This design comes from an exercise in tuning for small area, a short achievable clock period and few clock cycles per item on the open sky130 flow, not from production work. At most, simulation tests tie the RTL to the original design; equivalence was not proved. No activity file was given, so power comes from the tool's default toggle rates.

==> 07-10 <==
## ir_pulse_distance_transmitter
module ir_pulse_distance_transmitter (
   input  logic                  clock,
   input  logic                  reset,
   input  logic                  req_valid,
   output logic                  req_ready,
   input  logic                  req_kind,
   input  logic [63:0]           req_frame_low,
   input  logic [HIGH_BITS-1:0]  req_frame_high,
   output logic                  rsp_valid,
   input  logic                  rsp_ready,
   output logic                  rsp_ir_level,
   output logic                  rsp_busy_res,
   output logic                  rsp_frame_done,
   input  logic                  csr_we,
   input  logic [CSR_IDX_W-1:0]  csr_index,
   input  logic [CSR_DATA_W-1:0] csr_wdata
);
export LEC_CHECK = 0
export CAP_MARGIN = 20
export CORE_MARGIN = 2
export CORE_UTILIZATION = 70
export SETUP_SLACK_MARGIN = 5
export SLEW_MARGIN = 20
create_clock -name core_clock -period 8.0 [get_ports {clock}]
standard.sh (not shown) runs the stock make flow with config.mk's settings and CLKGATE_MAP_FILE= SYNTH_SCRIPT=/design/flow/synth_recipe.tcl, a recipe that flattens the netlist after the stock synthesis.
==> flow/flow/run.sh <==
#!/bin/bash
# Layout flow: the standard ORFS flow (standard synthesis unchanged), with
#  - the I/O port buffers made of plain buffers (sky130_fd_sc_hd__buf_2) instead of the
#    delay buffer buffer_ports picks by default; every port still gets its own buffer;
#  - timing repair aiming at 5.25 ns of setup slack.
set -euo pipefail
bash standard.sh "BUFFER_PORTS_ARGS=-buffer_cell sky130_fd_sc_hd__buf_2" SETUP_SLACK_MARGIN=5.25 finish > flow_orfs.log 2>&1
==> 07-11: changes against 07-10 <==
--- a/flow/design.v
+++ b/flow/design.v
@@ -56,31 +56,21 @@
 );
    logic [HALF_W-1:0]  half_r;
    logic [CYC_W-1:0]   lb_r, bb_r, eb_r;
    logic [SPACE_W-1:0] ls_r, os_r, zs_r;
    logic lb_nz, ls_nz, bb_nz, os_nz, zs_nz, eb_nz;
+   logic [6:0] cfg_en;
+   always_comb
+      for (int k = 0; k < 7; k++) cfg_en[k] = reset || (csr_we && (csr_index == 3'(k)));
    always_ff @(posedge clock) begin
-      if (reset) begin
-         half_r <= CARRIER_HALF_RST;
-         lb_r   <= LEAD_BURST_RST;
-         ls_r   <= LEAD_SPACE_RST;
-         bb_r   <= BIT_BURST_RST;
-         os_r   <= ONE_SPACE_RST;
-         zs_r   <= ZERO_SPACE_RST;
-         eb_r   <= END_BURST_RST;
-      end else if (csr_we) begin
-         case (csr_index)
-            REG_CARRIER_HALF: half_r <= csr_wdata[HALF_W-1:0];
-            REG_LEAD_BURST:   lb_r   <= csr_wdata[CYC_W-1:0];
-            REG_LEAD_SPACE:   ls_r   <= csr_wdata[SPACE_W-1:0];
-            REG_BIT_BURST:    bb_r   <= csr_wdata[CYC_W-1:0];
-            REG_ONE_SPACE:    os_r   <= csr_wdata[SPACE_W-1:0];
-            REG_ZERO_SPACE:   zs_r   <= csr_wdata[SPACE_W-1:0];
-            REG_END_BURST:    eb_r   <= csr_wdata[CYC_W-1:0];
-            default: ;
-         endcase
-      end
+      if (cfg_en[REG_CARRIER_HALF]) half_r <= reset ? CARRIER_HALF_RST : csr_wdata[HALF_W-1:0];
+      if (cfg_en[REG_LEAD_BURST])   lb_r   <= reset ? LEAD_BURST_RST : csr_wdata[CYC_W-1:0];
+      if (cfg_en[REG_LEAD_SPACE])   ls_r   <= reset ? LEAD_SPACE_RST : csr_wdata[SPACE_W-1:0];
+      if (cfg_en[REG_BIT_BURST])    bb_r   <= reset ? BIT_BURST_RST : csr_wdata[CYC_W-1:0];
+      if (cfg_en[REG_ONE_SPACE])    os_r   <= reset ? ONE_SPACE_RST : csr_wdata[SPACE_W-1:0];
+      if (cfg_en[REG_ZERO_SPACE])   zs_r   <= reset ? ZERO_SPACE_RST : csr_wdata[SPACE_W-1:0];
+      if (cfg_en[REG_END_BURST])    eb_r   <= reset ? END_BURST_RST : csr_wdata[CYC_W-1:0];
    end
    always_ff @(posedge clock) begin
       if (reset) begin
          lb_nz <= 1'b1;
          ls_nz <= 1'b1;
@@ -134,18 +124,25 @@
                           : (hi_is1 && ((lo_is2 && cp) ||
                                         (half_end && !cp && (half_r[7:1] == 7'd0))));
    logic [FRAME_BITS:0] ne;
    always_comb
       for (int i = 0; i <= FRAME_BITS; i++) ne[i] = f[i] ? ne_one : ne_zero;
-   logic real0, real7, known, skip1, skip8;
-   logic or16, or9, or2;
+   logic used0, real1, real2, real8;
+   logic or16, or10, or9, or3, or2;
    assign or16 = |f[FRAME_BITS:16];
-   assign or9  = or16 || (|f[15:9]);
-   assign or2  = or9 || (|f[8:2]);
-   assign known = !real0 || ne[0];                     
-   assign skip8 = real7 && !(|ne[7:0]);
-   assign skip1 = (busy || ph_be) && !known;
+   assign or10 = or16 || (|f[15:10]);
+   assign or9  = or10 || f[9];
+   assign or3  = or9 || (|f[8:3]);
+   assign or2  = or3 || f[2];
+   logic idle, nbit, real0, known, skip1, skip8, f_shift;
+   assign idle    = !busy && !ph_be;
+   assign nbit    = used0 ? f[1] : f[0];               
+   assign real0   = used0 ? real2 : real1;             
+   assign known   = !real0 || (nbit ? ne_one : ne_zero);
+   assign skip1   = !idle && !used0 && !known;
+   assign skip8   = real8 && !(|ne[7:0]);
+   assign f_shift = !idle && (used0 || skip1);
    logic accept, is_tick, is_start, start_idle, start_be;
    assign accept     = req_valid && rdy_ff;
    assign is_tick    = accept && !req_kind;
    assign is_start   = accept && req_kind;
    assign start_idle = is_start && !busy;
@@ -165,11 +162,11 @@
    assign t_eb    = go_entry && !real0 && eb_nz;
    logic done_tick;
    assign done_tick = lt && (ph_eb || (go_entry && !real0 && !eb_nz));
    logic        bitsel, t_lt;
    logic [17:0] t_cnt;
-   assign bitsel = go_bs_cur ? curbit : f[0];
+   assign bitsel = go_bs_cur ? curbit : nbit;
    always_comb begin
       if (go_ls)
          t_cnt = {2'b00, ls_r};
       else if (t_bs)
          t_cnt = {2'b00, bitsel ? os_r : zs_r};
@@ -198,49 +195,58 @@
    assign s_lb = lb_nz_now;
    assign s_ls = !lb_nz_now && ls_nz_now;
    assign s_be = !lb_nz_now && !ls_nz_now;
    logic ph_upd;
    assign ph_upd = be_go || start_idle || tick_end;
-   logic known_sh, f_tick_shift, f_idle_shift;
-   assign known_sh     = (skip1 && skip8) ? ne[8] : ne[1];
-   assign f_idle_shift = skip1 || (be_go && real0);
-   assign f_tick_shift = skip1 || (lt && t_enter);
+   logic known_ent, known_stay;
+   assign known_ent  = used0 ? ne[2] : ne[1];
+   assign known_stay = f_shift ? ((skip1 && skip8) ? ne[8] : ne[1]) : known;
+   logic f_tick_shift, f_idle_shift;
+   assign f_idle_shift = be_go && real0;
+   assign f_tick_shift = lt && t_enter;
    logic entry_lb;
    assign entry_lb = !ls_nz;
    logic stall_s, stall_t, stall_n;
    assign stall_s = s_lt && s_ls;
    assign stall_t = (lt ? t_lt : (lt_step && (ph_ls || ph_bs || (ph_lb && entry_lb))))
-                    && !(f_tick_shift ? known_sh : known);
+                    && !(f_tick_shift ? known_ent : known_stay);
    assign stall_n = (be_go ? t_lt
                            : (lt && (ph_ls || ph_bs || (ph_lb && entry_lb))))
-                    && !(f_idle_shift ? known_sh : known);
-   logic stall_next;
-   assign stall_next = start_idle ? stall_s : (tick_busy ? stall_t : stall_n);
+                    && !(f_idle_shift ? known_ent : known_stay);
    logic push, r_l, r_b, r_d, be_busy;
    assign be_busy = real0 || eb_nz;
    assign push = (accept && !start_be) || be_go;
    assign r_l  = tick_busy && burst && !cp;
    assign r_b  = be_go ? be_busy : (busy || is_start);
    assign r_d  = be_go ? !be_busy : (tick_busy && done_tick);
    logic pop, sv_next;
    assign pop     = ov && rsp_ready;
    assign sv_next = (sv || push) && ov && !pop;
+   logic blocked, rdy_start, rdy_tick, rdy_none, rdy_next;
+   assign blocked   = ov && !rsp_ready;
+   assign rdy_start = busy ? !stall_n : (!s_be && !stall_s);
+   assign rdy_tick  = busy ? !stall_t : !stall_n;
+   assign rdy_none  = !(ph_be && !be_go) && !stall_n;
+   assign rdy_next  = accept ? (!blocked && (req_kind ? rdy_start : rdy_tick))
+                             : (rdy_none && !((sv || be_go) && blocked));
    logic n_be;
    assign n_be = ph_upd ? (kind_sel && s_be) : ph_be;
    always_ff @(posedge clock) begin
       if (reset) begin
          ph_lb  <= 1'b0;
          ph_ls  <= 1'b0;
          ph_bb  <= 1'b0;
          ph_bs  <= 1'b0;
          ph_eb  <= 1'b0;
          ph_be  <= 1'b0;
+         used0  <= 1'b0;
          rdy_ff <= 1'b1;
          ov     <= 1'b0;
          sv     <= 1'b0;
       end else begin
-         rdy_ff <= !sv_next && !n_be && !stall_next;
+         rdy_ff <= rdy_next;
+         used0  <= (tick_busy ? f_tick_shift : f_idle_shift);
          if (!ov || pop) begin
             ov <= sv || push;
             sv <= 1'b0;
          end else if (push) begin
             sv <= 1'b1;
@@ -268,26 +274,27 @@
       if (upd) begin
          cnt <= kind_sel ? s_cnt : k_cnt;
          cp  <= !kind_sel && k_cp;
          lt  <= kind_sel ? s_lt : k_lt;
       end
-      if (start_idle || (tick_busy ? f_tick_shift : f_idle_shift)) begin
-         if (kind_sel) begin
-            f     <= {1'b1, req_frame_high, req_frame_low};
-            real0 <= 1'b1;
-            real7 <= 1'b1;
-         end else if (skip1 && skip8) begin
-            f     <= {8'd0, f[FRAME_BITS:8]};
-            real0 <= or9;
-            real7 <= or16;
-         end else begin
-            f     <= {1'b0, f[FRAME_BITS:1]};
-            real0 <= or2;
-            real7 <= or9;
-         end
-      end
-      if ((tick_end || be_go) && t_enter) curbit <= f[0];
+      if (idle) begin
+         f     <= {1'b1, req_frame_high, req_frame_low};
+         real1 <= 1'b1;
+         real2 <= 1'b1;
+         real8 <= 1'b1;
+      end else if (skip1 && skip8) begin
+         f     <= {8'd0, f[FRAME_BITS:8]};
+         real1 <= or9;
+         real2 <= or10;
+         real8 <= or16;
+      end else if (f_shift) begin
+         f     <= {1'b0, f[FRAME_BITS:1]};
+         real1 <= or2;
+         real2 <= or3;
+         real8 <= or9;
+      end
+      if ((tick_end || be_go) && t_enter) curbit <= nbit;
    end
    assign req_ready      = rdy_ff;
    assign rsp_valid      = ov;
    assign rsp_ir_level   = ol;
    assign rsp_busy_res   = ob;
--- a/flow/config.mk
+++ b/flow/config.mk
@@ -6,7 +6,8 @@
 export NUM_CORES = 4
 export LEC_CHECK = 0
 export CAP_MARGIN = 20
 export CORE_MARGIN = 2
 export CORE_UTILIZATION = 70
+export CTS_BUF_LIST = sky130_fd_sc_hd__clkbuf_8
 export SETUP_SLACK_MARGIN = 5
 export SLEW_MARGIN = 20
==> summary.txt <==
item                                                                        07-10                      07-11
Wire length on met2                                                     15,200 um                  11,500 um
Met2 Track Usage GR                                                         59.6%                      47.8%
Run status                                                         finished clean             finished clean
Avg Inst Size Synth                                                     9.09 um^2                  11.0 um^2
Category of the most critical setup path                                   in2reg                    reg2reg
Max frequency                                                             346 MHz                    366 MHz
Slowest stage cell, crit path                            sky130_fd_sc_hd__nor4b_2  sky130_fd_sc_hd__edfxtp_1
IR Drop Worst-Case VDD                                                     186 uV                     161 uV
Compound-Gate Fraction of Synth Area                                        14.7%                      12.9%
Terminus of the critical flop-to-flop path                                  f[41]                     rdy_ff
Layout Area Growth over Synthesis                                           19.7%                      13.6%
Worst Hold Launch                                                         lb_r[4]                    bb_r[4]
Leading cell type in the layout, fill and taps excluded  sky130_fd_sc_hd__nand2_1  sky130_fd_sc_hd__edfxtp_1
HPWL reported at the end of detailed placement                          19,200 um                  19,000 um
Min setup slack post-route                                                5.11 ns                    5.27 ns
Worst EP arrival                                                          3.27 ns                    3.08 ns
Adder-cell share of the synthesized area                                   0.961%                     0.949%
Testbench counts of 07-11, summed over its fixed seeds: cycles 48,788, beats 48,704.
The RTL of 07-10 was laid out without a check of its function.

## separate check: timing with driven ports
Ports are ideal in the flow. The routed layouts listed here were re-timed in OpenROAD. Step 1: set_driving_cell puts a clkbuf_16 on clock and a buf_2 on each other input, an assumption about the parent block. Step 2 also shifts input and output timing later by t, the mid clock arrival at the registers, as if the neighbouring blocks saw the same clock. a / b / c = no drivers / after step 1 / after step 2; a / b = the first two.
run | t, ns | setup WS [ns] | worst setup path after step 2 | worst data-port slew with drivers (ns)
07-10 | 0.549 | 5.109 / 5.132 / 4.583 | input to register | 0.07
07-11 | 0.543 | 5.271 / 5.270 / 4.799 | input to register | 0.03
After both steps every run listed still meets setup and hold. For 07-10, which loses most, drivers alone change the setup slack by +0.023 ns; drivers and shift together by -0.526 ns.
